Context: an optimization exercise on an open-source flow, tuned for small area. The choices shown serve that exercise and are no tape-out recipe. Function was checked by simulation only, so behaviour that the tests miss may differ from the original.

==> flow/design.v <==
module execute_unit (
    input  logic        Clk,
    input  logic        Reset,
    input  logic [4:0]  Opcode,
    input  logic        I,
    input  logic [31:0] Op1,
    input  logic [31:0] Op2,
    input  logic [31:0] Immx,
    input  logic [31:0] BranchTarget,
    output logic [31:0] AluResult,
    output logic [4:0]  AluSignal,
    output logic [1:0]  Flags,
    output logic        IsSt,
    output logic        IsLd,
    output logic        IsBeq,
    output logic        IsBgt,
    output logic        IsRet,
    output logic        IsImmediate,
    output logic        IsWb,
    output logic        IsUBranch,
    output logic        IsCall,
    output logic [31:0] BranchPC,
    output logic        IsBranchTaken
);
    localparam logic [4:0] OP_CMP = 5'd5;
    localparam logic [4:0] OP_NOP = 5'd13;
    logic        op_valid;
    logic [31:0] a, b;
    logic [1:0]  flags_q;
    assign op_valid = (Opcode <= 5'd20);
    always_comb begin
        IsLd        = 1'b0;
        IsSt        = 1'b0;
        IsBeq       = 1'b0;
        IsBgt       = 1'b0;
        IsRet       = 1'b0;
        IsCall      = 1'b0;
        IsUBranch   = 1'b0;
        IsImmediate = 1'b0;
        IsWb        = 1'b0;
        AluSignal   = OP_NOP;
        if (op_valid) begin
            IsLd        = (Opcode == 5'd14);
            IsSt        = (Opcode == 5'd15);
            IsBeq       = (Opcode == 5'd16);
            IsBgt       = (Opcode == 5'd17);
            IsCall      = (Opcode == 5'd19);
            IsRet       = (Opcode == 5'd20);
            IsUBranch   = (Opcode == 5'd18) || (Opcode == 5'd19) || (Opcode == 5'd20);
            IsImmediate = I;
            IsWb        = (Opcode <= 5'd4) || ((Opcode >= 5'd6) && (Opcode <= 5'd12))
                          || (Opcode == 5'd14) || (Opcode == 5'd19);
            if (Opcode <= 5'd12)
                AluSignal = Opcode;
            else if (Opcode == 5'd14 || Opcode == 5'd15)
                AluSignal = 5'd0;
        end
    end
    assign a = Op1;
    assign b = IsImmediate ? Immx : Op2;
    logic m_add, m_sub, m_mul, m_div, m_rem, m_and, m_or, m_notb, m_movb;
    logic m_shl, m_shr, m_sra;
    assign m_add  = (AluSignal == 5'd0);
    assign m_sub  = (AluSignal == 5'd1) || (AluSignal == 5'd5);
    assign m_mul  = (AluSignal == 5'd2);
    assign m_div  = (AluSignal == 5'd3);
    assign m_rem  = (AluSignal == 5'd4);
    assign m_and  = (AluSignal == 5'd6);
    assign m_or   = (AluSignal == 5'd7);
    assign m_notb = (AluSignal == 5'd8);
    assign m_movb = (AluSignal == 5'd9);
    assign m_shl  = (AluSignal == 5'd10);
    assign m_shr  = (AluSignal == 5'd11);
    assign m_sra  = (AluSignal == 5'd12);
    logic dr, dlike, row0only, sa, sb;
    assign dr       = m_div | m_rem;
    assign dlike    = dr | m_shr | m_sra;           
    assign row0only = m_add | m_sub | m_notb | m_movb;
    assign sa       = a[31];
    assign sb       = b[31];
    logic [31:0] oh;
    always_comb begin
        oh = 32'd0;
        oh[b[4:0]] = 1'b1;
    end
    logic        inv_a, inc_a, use_a;
    logic [31:0] n_in;
    assign inv_a = sa & (dr | m_sra);
    assign inc_a = sa & dr;
    assign use_a = dlike | m_add | m_sub;
    genvar g;
    logic [31:0] ax, ac;
    assign ax = a ^ {32{inv_a}};
    assign ac[0] = inc_a;
    generate
        for (g = 1; g < 32; g++) begin : g_ainc
            assign ac[g] = inc_a & (&ax[g-1:0]);
        end
    endgenerate
    assign n_in  = use_a ? (ax ^ ac) : 32'd0;
    logic [31:0] yv, y;
    logic        sv, yinv, cin, m_sh;
    assign m_sh = m_shl | m_shr | m_sra;
    assign yv   = m_sh ? oh : b;
    assign sv   = dr & sb;
    assign yinv = (dlike & ~sv) | m_sub | m_notb;
    assign cin  = (dlike & ~sv) | m_sub;
    assign y    = yv ^ {32{yinv}};
    logic [31:0] hz;
    assign hz[0] = 1'b1;
    generate
        for (g = 1; g < 32; g++) begin : g_hz
            assign hz[g] = hz[g-1] & y[32-g];
        end
    endgenerate
    logic [31:0] en;
    always_comb begin
        en = a & {32{m_mul | m_shl}};
        if (row0only) en[0] = 1'b1;
    end
    logic [31:0] sel, r0;
    logic        co0;
    alu_array #(.SKIPMASK(8'b0000_0000)) u_arr (.n_n(~n_in), .yq(y ^ 32'h5555_5555), .cin(cin), .dlike(dlike), .en(en), .hz(hz),
                     .sel(sel), .r0(r0), .co0(co0));
    logic        qtype, bzero, neg, xinv;
    logic [31:0] x, arr;
    assign qtype = m_div | m_shr | m_sra;
    assign bzero = (b == 32'd0);
    assign neg   = (m_div & (sa ^ sb) & ~bzero) | (m_rem & sa);
    assign xinv  = neg | (m_sra & sa);
    assign x     = qtype ? sel : r0;
    logic [31:0] xx, xc;
    assign xx = x ^ {32{xinv}};
    assign xc[0] = neg;
    generate
        for (g = 1; g < 32; g++) begin : g_xinc
            assign xc[g] = neg & (&xx[g-1:0]);
        end
    endgenerate
    assign arr   = xx ^ xc;
    logic m_arr;
    assign m_arr = row0only | m_mul | m_shl | dlike;
    generate
        for (g = 0; g < 32; g++) begin : g_res
            alu_res_bit u_res (.arr(arr[g]), .a(a[g]), .b(b[g]), .m_and(m_and), .m_or(m_or),
                               .m_arr(m_arr), .res(AluResult[g]));
        end
    endgenerate
    logic cmp_eq, cmp_lt, cmp_gt;
    assign cmp_eq = (r0 == 32'd0);
    assign cmp_lt = (sa ^ sb) ? sa : ~co0;
    assign cmp_gt = ~cmp_lt & ~cmp_eq;
    always_ff @(posedge Clk or negedge Reset) begin
        if (!Reset)
            flags_q <= 2'b00;
        else if (Opcode == OP_CMP)
            flags_q <= {cmp_gt, cmp_eq};
    end
    assign Flags         = flags_q;
    assign BranchPC      = IsRet ? Op1 : BranchTarget;
    assign IsBranchTaken = IsUBranch | (IsBeq & flags_q[0]) | (IsBgt & flags_q[1]);
endmodule
module cell_pg_e (input logic tn, input logic yn, output logic g, output logic p);
    assign g = ~(tn | yn);
    assign p = ~(tn & yn);
endmodule
module cell_pg_o (input logic t, input logic y, output logic gn, output logic pn);
    assign gn = ~(t & y);
    assign pn = ~(t | y);
endmodule
module cell_cy_e (input logic g, input logic p, input logic c, output logic cn);
    assign cn = ~(g | (p & c));
endmodule
module cell_cy_o (input logic gn, input logic pn, input logic cn, output logic c);
    assign c = ~(gn & (pn | cn));
endmodule
module cell_gp4 (input logic g0, input logic p0, input logic gn1, input logic pn1,
                 input logic g2, input logic p2, input logic gn3, input logic pn3,
                 output logic gg, output logic pp);
    assign gg = ~gn3 | (~pn3 & (g2 | (p2 & (~gn1 | (~pn1 & g0)))));
    assign pp = p0 & ~pn1 & p2 & ~pn3;
endmodule
module cell_cy4 (input logic gg, input logic pp, input logic c, output logic co);
    assign co = gg | (pp & c);
endmodule
module cell_rz #(parameter bit TI = 1'b0, parameter bit YI = 1'b0, parameter bit CI = 1'b0,
                 parameter bit OI = 1'b0)
    (input logic t, input logic y, input logic c, input logic sel, output logic r);
    assign r = OI ^ ((t ^ TI) ^ (sel & ((y ^ YI) ^ (c ^ CI))));
endmodule
module alu_res_bit (input logic arr, input logic a, input logic b, input logic m_and,
                    input logic m_or, input logic m_arr, output logic res);
    assign res = (m_and & a & b) | (m_or & (a | b)) | (m_arr & arr);
endmodule
module alu_array #(parameter logic [7:0] SKIPMASK = 8'b0000_0000) (
    input  logic [31:0] n_n,
    input  logic [31:0] yq,
    input  logic        cin,
    input  logic        dlike,
    input  logic [31:0] en,
    input  logic [31:0] hz,
    output logic [31:0] sel,
    output logic [31:0] r0,
    output logic        co0
);
    logic [31:0] rq [0:32];
    logic [31:0] co;
    assign rq[32] = 32'd0;
    genvar g;
    generate
        for (g = 31; g >= 0; g--) begin : g_row
            localparam int W = 32 - g;
            logic [W-1:0] tq;        
            logic [W:0]   cq;        
            logic         cout;
            if (W == 1) begin : g_t1
                assign tq = n_n[g];
            end else begin : g_tn
                assign tq = {rq[g+1][W-2:0], n_n[g]};
            end
            assign cq[0] = cin;
            logic [W-1:0] gq, pq;      
            for (genvar i = 0; i < W; i++) begin : g_bit
                localparam bit SKIP = ((i % 4) == 3) && (SKIPMASK[i / 4] == 1'b1);
                if (i % 2 == 0) begin : g_e
                    cell_pg_e u_pg (.tn(tq[i]), .yn(yq[i]), .g(gq[i]), .p(pq[i]));
                    cell_cy_e u_cy (.g(gq[i]), .p(pq[i]), .c(cq[i]), .cn(cq[i+1]));
                    cell_rz #(.TI(1'b1), .YI(1'b1), .CI(1'b0), .OI(1'b0))
                        u_rz (.t(tq[i]), .y(yq[i]), .c(cq[i]), .sel(sel[g]), .r(rq[g][i]));
                end else begin : g_o
                    cell_pg_o u_pg (.t(tq[i]), .y(yq[i]), .gn(gq[i]), .pn(pq[i]));
                    if (SKIP) begin : g_skip
                        logic gg, pp;
                        cell_gp4 u_gp (.g0(gq[i-3]), .p0(pq[i-3]), .gn1(gq[i-2]), .pn1(pq[i-2]),
                                       .g2(gq[i-1]), .p2(pq[i-1]), .gn3(gq[i]), .pn3(pq[i]),
                                       .gg(gg), .pp(pp));
                        cell_cy4 u_cy (.gg(gg), .pp(pp), .c(cq[i-3]), .co(cq[i+1]));
                    end else begin : g_rip
                        cell_cy_o u_cy (.gn(gq[i]), .pn(pq[i]), .cn(cq[i]), .c(cq[i+1]));
                    end
                    cell_rz #(.TI(1'b0), .YI(1'b0), .CI(1'b1), .OI(g != 0))
                        u_rz (.t(tq[i]), .y(yq[i]), .c(cq[i]), .sel(sel[g]), .r(rq[g][i]));
                end
            end
            if (W < 32) begin : g_pad
                assign rq[g][31:W] = '0;
            end
            assign cout   = (W % 2 == 1) ? ~cq[W] : cq[W];
            assign co[g]  = cout;
            assign sel[g] = dlike ? (cout & hz[g]) : en[g];
        end
    endgenerate
    assign r0  = rq[0];
    assign co0 = co[0];
endmodule
Settings: LEC_CHECK=0, CAP_MARGIN=20, CORE_MARGIN=2, CORE_UTILIZATION=65, SLEW_MARGIN=20, SYNTH_HIERARCHICAL=1; clock period 210.0 ns.
run.sh (not shown) runs the stock make flow with config.mk's settings and CLKGATE_MAP_FILE= SYNTH_SCRIPT=/design/flow/synth_recipe.tcl, a recipe that flattens the netlist after the stock synthesis.
The starting point completed with no timing, DRC or antenna violations.
Then changed:
--- a/flow/design.v
+++ b/flow/design.v
@@ -120,7 +120,7 @@
     end
     logic [31:0] sel, r0;
     logic        co0;
-    alu_array #(.SKIPMASK(8'b0000_0000)) u_arr (.n_n(~n_in), .yq(y ^ 32'h5555_5555), .cin(cin), .dlike(dlike), .en(en), .hz(hz),
+    alu_array #(.SKIPMASK(8'b0001_0010)) u_arr (.n_n(~n_in), .yq(y ^ 32'h5555_5555), .cin(cin), .dlike(dlike), .en(en), .hz(hz),
                      .sel(sel), .r0(r0), .co0(co0));
     logic        qtype, bzero, neg, xinv;
     logic [31:0] x, arr;
Result: Worst setup slack improves by 9.6 ns. Via count increases by a few percent. Sequential cell count is unchanged. Wire length increases by roughly a tenth. Global-route usage increases by 2.2 points.

-- re-timing with driven ports --
How much do the figures lean on ideal ports? The routed layouts below were timed once more, with nothing changed but the port constraints. Step 1, drivers: a clkbuf_16 drives Clk and a buf_2 each remaining input, both assumed. Step 2 adds t to the input delays and takes it off the output delays; t is the mean of the earliest and latest rising clock arrival at the registers after step 1. Input paths then give back, and output paths get back, about the clock's delay inside the block. Three values: ideal ports, drivers, drivers and shift; two values: the first two.
run	shift t [ns]	setup WS [ns]	latest minus earliest clock arrival (ns)	worst data-port slew with drivers (ns)
the first run	0.248	9.159 / 9.127 / 9.127	0.003 / 0.003	0.07
the second run	0.247	18.765 / 18.738 / 18.738	0.001 / 0.001	0.08
After both steps every run listed still meets setup and hold. The setup slack of the first run, which loses most, moves by -0.032 ns with the drivers and by -0.032 ns with both steps.
